What follows belongs to an exercise in optimizing a design on an open flow for small area and a short achievable clock period; a production flow would make more cautious choices.
Only simulation tests tie the RTL to the original design; equivalence was not proved.
No activity file was given, so power comes from the tool's default toggle rates.

### design/flow/config.mk
export PLATFORM = sky130hd
export DESIGN_NAME = tile_writeback
export DESIGN_NICKNAME = tile_writeback
export VERILOG_FILES = /design/flow/design.v
export SDC_FILE = /design/flow/constraint.sdc
export NUM_CORES = 4
export LEC_CHECK = 0
export CAP_MARGIN = 20
export CORE_MARGIN = 2
export CORE_UTILIZATION = 65
export CTS_CLUSTER_DIAMETER = 60
export CTS_CLUSTER_SIZE = 20
export PLACE_DENSITY = 0.72
export SETUP_SLACK_MARGIN = 5.0
export SLEW_MARGIN = 20
### design/flow/design.v
`default_nettype none
module tile_writeback #(
  parameter int TILE_SIZE   = 16,
  parameter int DATA_WIDTH  = 32,
  parameter int FRAC_BITS   = 16,
  parameter int COORD_WIDTH = 16
) (
  input  logic                   clk,
  input  logic                   rst,
  input  logic                   in_valid,
  output logic                   in_ready,
  input  logic [DATA_WIDTH-1:0]  in_data,
  input  logic                   in_last,
  input  logic [COORD_WIDTH-1:0] tile_x,
  input  logic [COORD_WIDTH-1:0] tile_y,
  output logic                   out_valid,
  input  logic                   out_ready,
  output logic [7:0]             out_pixel,
  output logic [COORD_WIDTH-1:0] out_x,
  output logic [COORD_WIDTH-1:0] out_y,
  output logic                   out_last,
  output logic                   short_tile
);
  localparam int R = 16;    
  localparam int L = 16;    
  localparam logic [1:0] BANK_EMPTY    = 2'd0;
  localparam logic [1:0] BANK_FILLING  = 2'd1;
  localparam logic [1:0] BANK_FULL     = 2'd2;
  localparam logic [1:0] BANK_DRAINING = 2'd3;
  logic [1:0]             bank_st_q  [2];
  logic [7:0]             bank_li_q  [2];    
  logic [3:0]             bank_al_q  [2];    
  logic [3:0]             bank_rp_q  [2];    
  logic [COORD_WIDTH-1:0] bank_x_q   [2];
  logic [COORD_WIDTH-1:0] bank_y_q   [2];
  logic       wp_q;
  logic [7:0] wr_idx_q;
  logic       short_q;
  logic       in_ready_q;   
  logic             rp_q;
  logic             lb_q;         
  logic [7:0]       lx_q;         
  logic             out_valid_q;
  logic [7:0]       out_pixel_q;
  logic [COORD_WIDTH-1:0] out_x_q;
  logic [COORD_WIDTH-1:0] out_y_q;
  logic             out_last_q;
  logic             po_valid_q;
  logic             po_last_q;
  logic             ld_rdy_q;     
  logic             ld_now_q;     
  logic [2*R-1:0]   sel;          
  logic       w_neg;
  logic       w_sat;
  logic [7:0] w_qpix;
  assign w_neg  = in_data[DATA_WIDTH-1];
  assign w_sat  = |in_data[DATA_WIDTH-2:FRAC_BITS];
  assign w_qpix = w_neg ? 8'h00 : (w_sat ? 8'hFF : in_data[FRAC_BITS-1 -: 8]);
  logic w_accept;
  logic w_close;
  assign in_ready = in_ready_q;
  assign w_accept = in_valid && !bank_st_q[wp_q][1];
  assign w_close  = w_accept && (in_last || (wr_idx_q == 8'hFF));
  logic       w_ld;
  logic       w_free;
  logic       s_ld_bank;
  logic [7:0] s_ld_idx;
  logic       s_ld_last;
  logic [7:0] s_ld_pix;
  assign w_ld      = (out_ready && ld_rdy_q) || ld_now_q;
  assign w_free    = out_valid_q && out_last_q && out_ready;
  assign s_ld_bank = lb_q;
  assign s_ld_idx  = lx_q;
  assign sel       = (2*R)'(1) << {lb_q, lx_q[7:4]};
  assign s_ld_last = (s_ld_idx == bank_li_q[s_ld_bank]);
  logic [7:0] head [2][R];
  for (genvar b = 0; b < 2; b++) begin : g_bank
    for (genvar r = 0; r < R; r++) begin : g_row
      logic [7:0] p [L];
      logic       wsel;    
      logic       asel;    
      logic       en;
      assign wsel = !bank_st_q[b][1] && (wp_q == b) && (wr_idx_q[7:4] == r);
      assign asel = (bank_al_q[b] != 4'hF) && (bank_li_q[b][7:4] == r);
      assign en   = (in_valid && wsel) || (w_ld && sel[b*R+r]) || asel;
      always_ff @(posedge clk) begin
        if (en) begin
          for (int j = 0; j < L-1; j++) p[j] <= p[j+1];
          p[L-1] <= w_qpix;
        end
      end
      if (r == 0) begin : g_r0
        assign head[b][r] = p[bank_rp_q[b]];
      end else begin : g_rn
        assign head[b][r] = p[0];
      end
    end
  end
  always_comb begin
    s_ld_pix = 8'h00;
    for (int i = 0; i < 2*R; i++) begin
      s_ld_pix = s_ld_pix | ({8{sel[i]}} & head[i/R][i%R]);
    end
  end
  logic [1:0]  st_n [2];
  logic        wp_n;
  always_comb begin
    st_n[0] = bank_st_q[0];
    st_n[1] = bank_st_q[1];
    if (w_accept) begin
      if (w_close)                            st_n[wp_q] = BANK_FULL;
      else if (bank_st_q[wp_q] == BANK_EMPTY) st_n[wp_q] = BANK_FILLING;
    end
    if (w_free) st_n[rp_q]      = BANK_EMPTY;
    if (w_ld)   st_n[s_ld_bank] = BANK_DRAINING;
    wp_n = w_close ? ~wp_q : wp_q;
  end
  logic ov_n, ol_n, lb_n, sok_n;
  always_comb begin
    ov_n  = w_ld || (out_valid_q && !w_free);
    ol_n  = w_ld ? s_ld_last : (out_last_q && !w_free);
    lb_n  = w_ld ? (s_ld_last ? ~lb_q : lb_q) : (w_free ? ~rp_q : lb_q);
    sok_n = (st_n[lb_n] == BANK_FULL);
  end
  always_ff @(posedge clk) begin
    if (rst) begin
      bank_st_q[0]  <= BANK_EMPTY;
      bank_st_q[1]  <= BANK_EMPTY;
      bank_al_q[0]  <= 4'hF;
      bank_al_q[1]  <= 4'hF;
      wp_q          <= 1'b0;
      wr_idx_q      <= '0;
      short_q       <= 1'b0;
      in_ready_q    <= 1'b1;
      rp_q          <= 1'b0;
      lb_q          <= 1'b0;
      lx_q          <= '0;
      out_valid_q   <= 1'b0;
      out_last_q    <= 1'b0;
      out_pixel_q   <= 8'h00;
      out_x_q       <= '0;
      out_y_q       <= '0;
      po_valid_q    <= 1'b0;
      po_last_q     <= 1'b0;
      ld_rdy_q      <= 1'b0;
      ld_now_q      <= 1'b0;
    end else begin
      po_valid_q   <= ov_n;
      po_last_q    <= ol_n;
      ld_rdy_q     <= (ov_n && !ol_n) || (ov_n && sok_n);
      ld_now_q     <= !ov_n && sok_n;
      bank_st_q[0] <= st_n[0];
      bank_st_q[1] <= st_n[1];
      wp_q         <= wp_n;
      in_ready_q   <= ~st_n[wp_n][1];
      for (int b = 0; b < 2; b++) begin
        if (bank_al_q[b] != 4'hF) bank_al_q[b] <= bank_al_q[b] + 1'b1;
      end
      if (w_accept) begin
        if (w_close) begin
          bank_al_q[wp_q]  <= (wr_idx_q[7:4] == 4'd0) ? 4'hF : wr_idx_q[3:0];
          wr_idx_q         <= '0;
          if (in_last && (wr_idx_q != 8'hFF)) short_q <= 1'b1;
        end else begin
          wr_idx_q <= wr_idx_q + 1'b1;
        end
      end
      if (w_free) rp_q <= ~rp_q;
      if (w_ld) begin
        lb_q        <= s_ld_last ? ~lb_q : lb_q;
        lx_q        <= s_ld_last ? 8'd0 : lx_q + 1'b1;
        out_valid_q <= 1'b1;
        out_last_q  <= s_ld_last;
        out_pixel_q <= s_ld_pix;
        out_x_q     <= bank_x_q[s_ld_bank] + COORD_WIDTH'(s_ld_idx[3:0]);
        out_y_q     <= bank_y_q[s_ld_bank] + COORD_WIDTH'(s_ld_idx[7:4]);
      end else if (w_free) begin
        lb_q        <= ~rp_q;
        lx_q        <= 8'd0;
        out_valid_q <= 1'b0;
        out_last_q  <= 1'b0;
      end
    end
  end
  always_ff @(posedge clk) begin
    if (w_accept) begin
      if (bank_st_q[wp_q] == BANK_EMPTY) begin
        bank_x_q[wp_q] <= tile_x;
        bank_y_q[wp_q] <= tile_y;
      end
      if (w_close) begin
        bank_li_q[wp_q] <= wr_idx_q;
        bank_rp_q[wp_q] <= (wr_idx_q[7:4] == 4'd0) ? ~wr_idx_q[3:0] : 4'd0;
      end
    end
  end
  assign out_valid  = po_valid_q;
  assign out_pixel  = out_pixel_q;
  assign out_x      = out_x_q;
  assign out_y      = out_y_q;
  assign out_last   = po_last_q;
  assign short_tile = short_q;
endmodule
`default_nettype wire
### design/flow/flow/run.sh
#!/bin/bash
# Standard ORFS layout, with the port buffers made from sky130_fd_sc_hd__buf_4
# instead of the delay-cell buffer buffer_ports picks by default.
set -euo pipefail
export BUFFER_PORTS_ARGS="-buffer_cell sky130_fd_sc_hd__buf_4"
bash standard.sh finish > standard_flow.log 2>&1
### design/flow/standard.sh
#!/bin/bash
# synth_recipe.tcl (not shown) runs the flow's synth.tcl, then flattens the netlist and writes it again
# the make line also repeats each setting of config.mk as NAME=value (left out here)
make -C /OpenROAD-flow-scripts/flow DESIGN_CONFIG=/design/flow/config.mk WORK_HOME=/design/flow/orfs CLKGATE_MAP_FILE= SYNTH_SCRIPT=/design/flow/synth_recipe.tcl "${@:-finish}"
### design/flow/constraint.sdc
create_clock -name core_clock -period 8.0 [get_ports {clk}]
set_input_delay 1.6000 -clock core_clock [delete_from_list [all_inputs] [get_ports {clk}]]
set_output_delay 1.6000 -clock core_clock [all_outputs]
set_load 0.01 [all_outputs]
==> results of run 1 <==
## critical path, delay by kind of cell
kind / cells / cell delay (ps)
AND/OR/NAND/NOR: 2 / 350
AO/OA/AOI/OAI: 2 / 710
buffers and inverters: 4 / 930
## power breakdown
group          internal, mW  switching, mW
combinational         0.472           1.18
sequential             26.0          0.548
clock                  5.60           6.90
## final cells by class
class	instances	area, um^2
Antenna cell	4	10.0
Clock buffer	258	6130
Clock inverter	38	579
Fill cell	11400	58100
Inverter	23	93.8
Multi-Input combinational cell	1190	8700
Sequential cell	4263	127000
Tap cell	2788	3490
Timing Repair Buffer	224	2820
## worst min path at each step
stage | end | start
2_1_floorplan | g_bank[0].g_row[10].p[0][0] | g_bank[0].g_row[10].p[1][0]
3_3_place_gp | g_bank[1].g_row[6].p[14][7] | g_bank[1].g_row[6].p[15][7]
3_5_place_dp | g_bank[0].g_row[10].p[12][3] | g_bank[0].g_row[10].p[13][3]
4_1_cts | g_bank[0].g_row[6].p[2][6] | g_bank[0].g_row[6].p[3][6]
5_1_grt | g_bank[0].g_row[9].p[4][5] | g_bank[0].g_row[9].p[5][5]
6_report | g_bank[0].g_row[9].p[4][5] | g_bank[0].g_row[9].p[5][5]
## routing by layer
layer | wire [um] | part of all wire | global-route usage
met4 | 8630 | 0.033 | 0.0752
met2 | 132000 | 0.51 | 0.404
met3 | 18100 | 0.069 | 0.0367
met1 | 102000 | 0.39 | 0.341
met5 | 58 | 0.00022 | 0
## registers in the layout (all words and copies together) (netlist names), 4 cells and up
register / flops
bank_al_q: 8
bank_li_q: 16
bank_rp_q: 8
bank_st_q: 4
bank_x_q: 32
bank_y_q: 32
g_bank.g_row.p: 4096
lx_q: 8
out_pixel_q: 8
out_x_q: 16
out_y_q: 16
wr_idx_q: 8
## per-stage QoR
stage,util,cells,worst slack (ps)
3_5_place_dp,0.679,8440,2880
3_3_place_gp,0.679,8440,2870
6_report,0.720,8788,4920
4_1_cts,0.717,8763,4910
5_1_grt,0.720,8785,4900
2_1_floorplan,-,5589,2280
## logic make-up after synthesis
kind of cell,after synthesis,synth area share
compound gates,462,0.0239
xor+xnor,39,0.00252
fa+ha+maj,14,0.00140
buf+inv,141,0.00417
flops,4263,0.938
mux,118,0.00968
simple gates,552,0.0201
## cell usage in the layout, fill, tap and decap left out, types with 13 or more instances in the layout
cell type,instances
o21ai_0,53
a21oi_1,89
clkbuf_1,15
nor3_1,19
a31oi_1,33
a22oi_1,61
buf_16,13
nand2_1,132
mux2_2,42
xnor2_1,27
mux2i_1,69
inv_1,21
nand3b_1,13
dfxtp_2,46
nor2_1,108
dfxtp_1,20
a211oi_1,21
nor2b_1,53
buf_12,26
o221ai_1,19
buf_6,48
nand4_1,18
a32oi_1,27
a22o_1,33
clkbuf_16,251
edfxtp_1,4192
buf_4,113
nand3_1,74
and3_1,23
## what timing repair did
action,4_1_cts,5_1_grt
pin swaps,6,3
buffers inserted,18,11
setup endpoints to repair,3501,1927
gates resized for setup,206,60
cloned,9,10
==> metrics.yaml, run 1 <==
drc: 0
nets: 6025
yosysTopAreaCell: "edfxtp_1"
fin_crit_ps: 3080
synth_common_cells: "edfxtp_1 (4192), nand2_1 (142), nor2_1 (126)"
final_cell_area_mm2: 0.149
die_w_um: 461
cp_max_fo: 86
cts_tree: "built"
critPathKind: "in2reg"
synth_ff_type: "edfxtp_1"
ir_worst_vdd_mv: 0.242
cts_hold_buffers: 0
rsz0062_at_grt: "true"
drtIter0Drc: 7443
io_pins: 113
dr.pass1.iters: 10
worstPathRequired_ps: 8610
yosys-top-cells-area: "edfxtp_1 (93%), dfxtp_1 (1.0%), mux2i_1 (0.51%), nand2_1 (0.39%), mux2_2 (0.35%)"
cpMostUsedCell: "buf_4"
p_per_area_mw_per_mm2: 273
netlist_area_mm2: 0.136
clk_latency_ps: 940
area_delta_synth_final_pct: 9.96
slew_viol_final: 0
port_buffers: 104
wire_per_inst_um: 29.7
ys_types: 71
slew_headroom: 0.281
die_area_mm2: 0.212
syn_nets: 5672
cpPeakStageDelay_ps: 580
holdWs_ps: 390
crit_start: "out_ready"
placed_area_mm2: 0.141
grt_overflow: 0
antenna_found_initial: 16
cp_cell_sequence: "buf_4 -> a21oi_4 -> buf_8 -> nor2_1 -> buf_4 -> a32oi_2 -> nand2_8 -> buf_12"
timing.final.crit_share: 0.385
endpoint: "g_bank[0].g_row[1].p[4][2]"
rows: 167
rr_endpoint: "g_bank[0].g_row[11].p[15][2]"
worstSetupEndpointType: "flip-flop"
core_area_mm2: 0.207
worstPathArrival_ps: 3690
fmax_mhz: 325
reg2regPathDepth: 7
finalSetupViolations: 0
ys_seq_elements: 4263
clock_sinks: 4263
grt_usage: 0.243
cts-root-buf: "clkbuf_16"
drv_cap: 0
r2r_slack_ps: 4990
synth_top_area_share: 0.928
viasPerCell: 6.04
path_clk_slew_ps: 110
h-tree-depth: 4
dieHeight_um: 461
hold_viol_final: 0
yosys_warnings: 36
numCtsBuffers: 240
cpMaxStageDelayCell: "a32oi_2"
layout-drive-gt1-share: 0.118
reg2reg_from: "lx_q[4]"
grt_pass1_wl_mm: 368
min_path_cells: 0
p_leak_nw: 46.0
yosysMostFrequentCell: "edfxtp_1"
worstMarginPinSlew_ps: 1080
dp_hpwl_mm: 124
status: "timing/DRC/antenna clean"
post-layout-total-power_mw: 40.7
async_flop_share: 0
grt_pass1_vias: 53200
synth_cells: 5589
vias: 53000
place.gp.congestion: 0.904
ant_nets: 0
drt_wl_total_mm: 261
grt_max_degree: 129
ys_seq_area_frac: 0.938
fin_setup_tns_ps: 0
start_util: 0.655
synth-edff-count: 4192
clockBufferDepth: 3
hp-class: "reg2reg"
start_kind: "primary input"
fin_worst_skew_ps: 52.2
postSynthAreaPerCell_um2: 24.3
==> run 2, diff against run 1 <==
--- a/design/flow/design.v
+++ b/design/flow/design.v
@@ -35,11 +35,13 @@
   logic [COORD_WIDTH-1:0] bank_y_q   [2];
   logic       wp_q;
   logic [7:0] wr_idx_q;
+  logic [R-1:0] wrow_q;     
   logic       short_q;
   logic       in_ready_q;   
   logic             rp_q;
   logic             lb_q;         
   logic [7:0]       lx_q;         
+  logic [R-1:0]     lrow_q;       
   logic             out_valid_q;
   logic [7:0]       out_pixel_q;
   logic [COORD_WIDTH-1:0] out_x_q;
@@ -71,7 +73,7 @@
   assign w_free    = out_valid_q && out_last_q && out_ready;
   assign s_ld_bank = lb_q;
   assign s_ld_idx  = lx_q;
-  assign sel       = (2*R)'(1) << {lb_q, lx_q[7:4]};
+  assign sel       = lb_q ? {lrow_q, {R{1'b0}}} : {{R{1'b0}}, lrow_q};
   assign s_ld_last = (s_ld_idx == bank_li_q[s_ld_bank]);
   logic [7:0] head [2][R];
   for (genvar b = 0; b < 2; b++) begin : g_bank
@@ -80,7 +82,7 @@
       logic       wsel;    
       logic       asel;    
       logic       en;
-      assign wsel = !bank_st_q[b][1] && (wp_q == b) && (wr_idx_q[7:4] == r);
+      assign wsel = !bank_st_q[b][1] && (wp_q == b) && wrow_q[r];
       assign asel = (bank_al_q[b] != 4'hF) && (bank_li_q[b][7:4] == r);
       assign en   = (in_valid && wsel) || (w_ld && sel[b*R+r]) || asel;
       always_ff @(posedge clk) begin
@@ -130,11 +132,13 @@
       bank_al_q[1]  <= 4'hF;
       wp_q          <= 1'b0;
       wr_idx_q      <= '0;
+      wrow_q        <= R'(1);
       short_q       <= 1'b0;
       in_ready_q    <= 1'b1;
       rp_q          <= 1'b0;
       lb_q          <= 1'b0;
       lx_q          <= '0;
+      lrow_q        <= R'(1);
       out_valid_q   <= 1'b0;
       out_last_q    <= 1'b0;
       out_pixel_q   <= 8'h00;
@@ -160,15 +164,19 @@
         if (w_close) begin
           bank_al_q[wp_q]  <= (wr_idx_q[7:4] == 4'd0) ? 4'hF : wr_idx_q[3:0];
           wr_idx_q         <= '0;
+          wrow_q           <= R'(1);
           if (in_last && (wr_idx_q != 8'hFF)) short_q <= 1'b1;
         end else begin
           wr_idx_q <= wr_idx_q + 1'b1;
+          if (wr_idx_q[3:0] == 4'hF) wrow_q <= {wrow_q[R-2:0], wrow_q[R-1]};
         end
       end
       if (w_free) rp_q <= ~rp_q;
       if (w_ld) begin
         lb_q        <= s_ld_last ? ~lb_q : lb_q;
         lx_q        <= s_ld_last ? 8'd0 : lx_q + 1'b1;
+        if (s_ld_last)               lrow_q <= R'(1);
+        else if (lx_q[3:0] == 4'hF)  lrow_q <= {lrow_q[R-2:0], lrow_q[R-1]};
         out_valid_q <= 1'b1;
         out_last_q  <= s_ld_last;
         out_pixel_q <= s_ld_pix;
@@ -177,6 +185,7 @@
       end else if (w_free) begin
         lb_q        <= ~rp_q;
         lx_q        <= 8'd0;
+        lrow_q      <= R'(1);
         out_valid_q <= 1'b0;
         out_last_q  <= 1'b0;
       end
--- a/design/flow/config.mk
+++ b/design/flow/config.mk
@@ -7,9 +7,9 @@
 export LEC_CHECK = 0
 export CAP_MARGIN = 20
 export CORE_MARGIN = 2
-export CORE_UTILIZATION = 65
-export CTS_CLUSTER_DIAMETER = 60
-export CTS_CLUSTER_SIZE = 20
-export PLACE_DENSITY = 0.72
+export CORE_UTILIZATION = 68
+export CTS_CLUSTER_DIAMETER = 80
+export CTS_CLUSTER_SIZE = 24
+export PLACE_DENSITY = 0.75
 export SETUP_SLACK_MARGIN = 5.0
 export SLEW_MARGIN = 20
==> metrics.yaml, run 2 <==
worstMarginPinSlew_ps: 1180
syn_nets: 5634
worstPathArrival_ps: 3920
status: "timing/DRC/antenna clean"
nets: 6020
synth-edff-count: 4192
wire_per_inst_um: 32.0
regArea_mm2: 0.128
ys_seq_elements: 4295
cpMaxStageDelayCell: "a222oi_1"
critical_path_buf_inv_count: 6
layout_commonest_cell: "edfxtp_1"
place.gp.congestion: 0.864
power_frac_comb: 0.065
die_w_um: 451
rows: 164
vias: 54400
largest_reg_flops: 4096
grt_pass1_vias: 53800
clk_latency_ps: 930
min-delay-start: "g_bank[0].g_row[10].p[9][4]"
multi_input_area_mm2: 0.00793
yosys_warnings: 36
n_fill_cell: 10100
placed_cells: 8278
largest-register: "g_bank.g_row.p"
yosysTopAreaCell: "edfxtp_1"
cp_max_fo: 11
timing.final.crit_share: 0.405
netlist_area_mm2: 0.136
layout-drive-gt1-share: 0.118
clock_sinks: 4295
ys_types: 73
cpPeakStageDelay_ps: 940
grt_usage: 0.269
hp-class: "reg2reg"
dp_hpwl_mm: 126
synth_common_cells: "edfxtp_1 (4192), nor2_1 (133), nand2_1 (128)"
top_regs: "g_bank.g_row.p (4096), bank_x_q (32), bank_y_q (32)"
core_area_mm2: 0.199
ant_nets: 0
drv_cap: 0
grt_max_degree: 129
worstSetupEndpointType: "flip-flop"
dr.pass1.iters: 10
synth_ff_type: "edfxtp_1"
cts_hold_buffers: 0
dieHeight_um: 451
finalSetupViolations: 0
rr_endpoint: "out_pixel_q[1]"
die_area_mm2: 0.203
min_path_cells: 0
numCtsBuffers: 200
placed_area_mm2: 0.141
switching_share: 0.226
fin_crit_ps: 3240
reg2reg_from: "lrow_q[4]"
area_delta_synth_final_pct: 9.38
drc: 0
h-tree-depth: 4
cts-root-buf: "clkbuf_16"
ys_seq_area_frac: 0.942
p_int_mw: 32.1
fin_setup_tns_ps: 0
slew_headroom: 0.215
p_leak_nw: 46.1
slew_viol_final: 0
hold_viol_final: 0
io_pins: 113
final_cell_area_mm2: 0.149
final_cell_mix: "edfxtp_1 (4192), clkbuf_16 (212), buf_4 (155)"
p_per_area_mw_per_mm2: 279
worstPathRequired_ps: 8670
cp_cell_sequence: "buf_12 -> a21oi_4 -> nor2_4 -> a222oi_1 -> clkinvlp_4 -> buf_6 -> buf_12 -> buf_4 -> buf_16"
clock_power_share: 0.280
port_buffers: 104
path_clk_slew_ps: 120
cts_tree: "built"
synth_top_area_share: 0.926
async_flop_share: 0
drt_wl_total_mm: 277
fin_worst_skew_ps: 46.4
layoutNonFillerInstCount: 8651
synth_cells: 5551
worst_hold_path.endpoint: "g_bank[0].g_row[10].p[8][4]"
clockBufferDepth: 3
r2r_slack_ps: 4820
rsz0062_at_grt: "true"
yosys-top-cells-area: "edfxtp_1 (93%), dfxtp_1 (1.5%), a22oi_1 (0.62%), mux2i_1 (0.50%), a21oi_1 (0.38%)"
grt_pass1_wl_mm: 386
start_util: 0.682
reg2regPathDepth: 7
antenna_found_initial: 23
fmax_mhz: 308
cpMostUsedCell: "buf_12"
postSynthAreaPerCell_um2: 24.5
ir_worst_vdd_mv: 0.268
crit_family: "compound AO/OA/AOI/OAI gates"
viasPerCell: 6.29
start_kind: "primary input"
p_switching_mw: 9.36
yosysMostFrequentCell: "edfxtp_1"
critPathKind: "in2reg"
grt_overflow: 0
p_seq_frac: 0.656
drtIter0Drc: 8935
[run 2: metal layers]
metal	GRT usage	wire length, um	vias to the layer above
li1	-	-	22900
met1	0.369	102000	27900
met2	0.442	140000	3057
met3	0.0461	23500	530
met4	0.103	11400	16
met5	0	108	-
[run 2: stage by stage]
stage,util,worst slack [ps],hold WS [ps],power [mW]
floorplan,-,3100,400,28.8
global placement,0.707,2950,400,29.7
detailed placement,0.707,3140,405,29.9
CTS,0.743,4840,390,41.3
global route,0.746,4850,397,42.6
finish,0.746,4760,389,41.5
[run 2: cell families after synthesis]
group / Yosys count / share of synthesized area
flip-flops: 4295 / 0.942
multiplexers: 106 / 0.00843
adder cells (fa/ha/maj): 14 / 0.00140
AO/OA/AOI/OAI: 494 / 0.0258
buffers and inverters: 150 / 0.00440
AND/OR/NAND/NOR: 448 / 0.0155
XOR/XNOR: 44 / 0.00284
[run 2: worst max-delay path by stage]
stage / startpoint / to / slack [ps] / cells after the start
floorplan: in_valid / g_bank[0].g_row[1].p[0][0] / 3100 / 5
global placement: out_ready / g_bank[0].g_row[10].p[15][2] / 2950 / 6
detailed placement: out_ready / g_bank[0].g_row[5].p[14][0] / 3140 / 6
CTS: out_ready / g_bank[0].g_row[7].p[12][2] / 4840 / 9
global route: in_valid / g_bank[0].g_row[3].p[8][2] / 4850 / 8
finish: out_ready / g_bank[0].g_row[7].p[8][3] / 4760 / 9
[run 2: power by group through the flow]
stage | combinational, mW | sequential, mW | clock, mW
final | 2.69 | 27.2 | 11.6
after global routing | 2.86 | 27.3 | 12.4
after CTS | 2.57 | 27.2 | 11.5
after detailed placement | 2.27 | 27.6 | 0
after global placement | 2.21 | 27.5 | 0
after floorplan | 1.41 | 27.4 | 0
[run 2: cell type report]
type | count | area share
Antenna cell | 8 | 0.000135
Multi-Input combinational cell | 1109 | 0.0533
Clock inverter | 28 | 0.00285
Timing Repair inverter | 4 | 0.000202
Sequential cell | 4295 | 0.861
Clock buffer | 224 | 0.0347
Inverter | 34 | 0.00114
Timing Repair Buffer | 293 | 0.0240
Tap cell | 2656 | 0.0224
[run 2: timing repair]
item	in CTS	in global routing
pin swaps	15	9
gates resized for setup	181	66
gates cloned	25	11
setup buffers	48	28
setup endpoints to repair	2738	2928

[port drivers added, routing unchanged]
The results above use ideal ports. As a check the final layouts listed here were re-extracted and re-timed, cells and wires unchanged.
Step 1, drivers: a clkbuf_16 drives clk and a buf_2 each remaining input, both assumed.
Step 2 adds t to the input delays and takes it off the output delays; t is the mean of the earliest and latest rising clock arrival at the registers after step 1. Input paths then give back, and output paths get back, about the clock's delay inside the block.
Three values: no drivers, after step 1, after step 2; two values: the first two.
run | t (ns) | setup WS [ns] | pins driven straight from the clock port
run 1 | 0.994 | 4.919 / 4.904 / 3.980 | 1
run 2 | 0.980 | 4.757 / 4.768 / 3.789 | 1
After both steps every run listed still meets setup and hold. The setup slack of run 2, which loses most, moves by +0.011 ns with the drivers and by -0.968 ns with both steps.
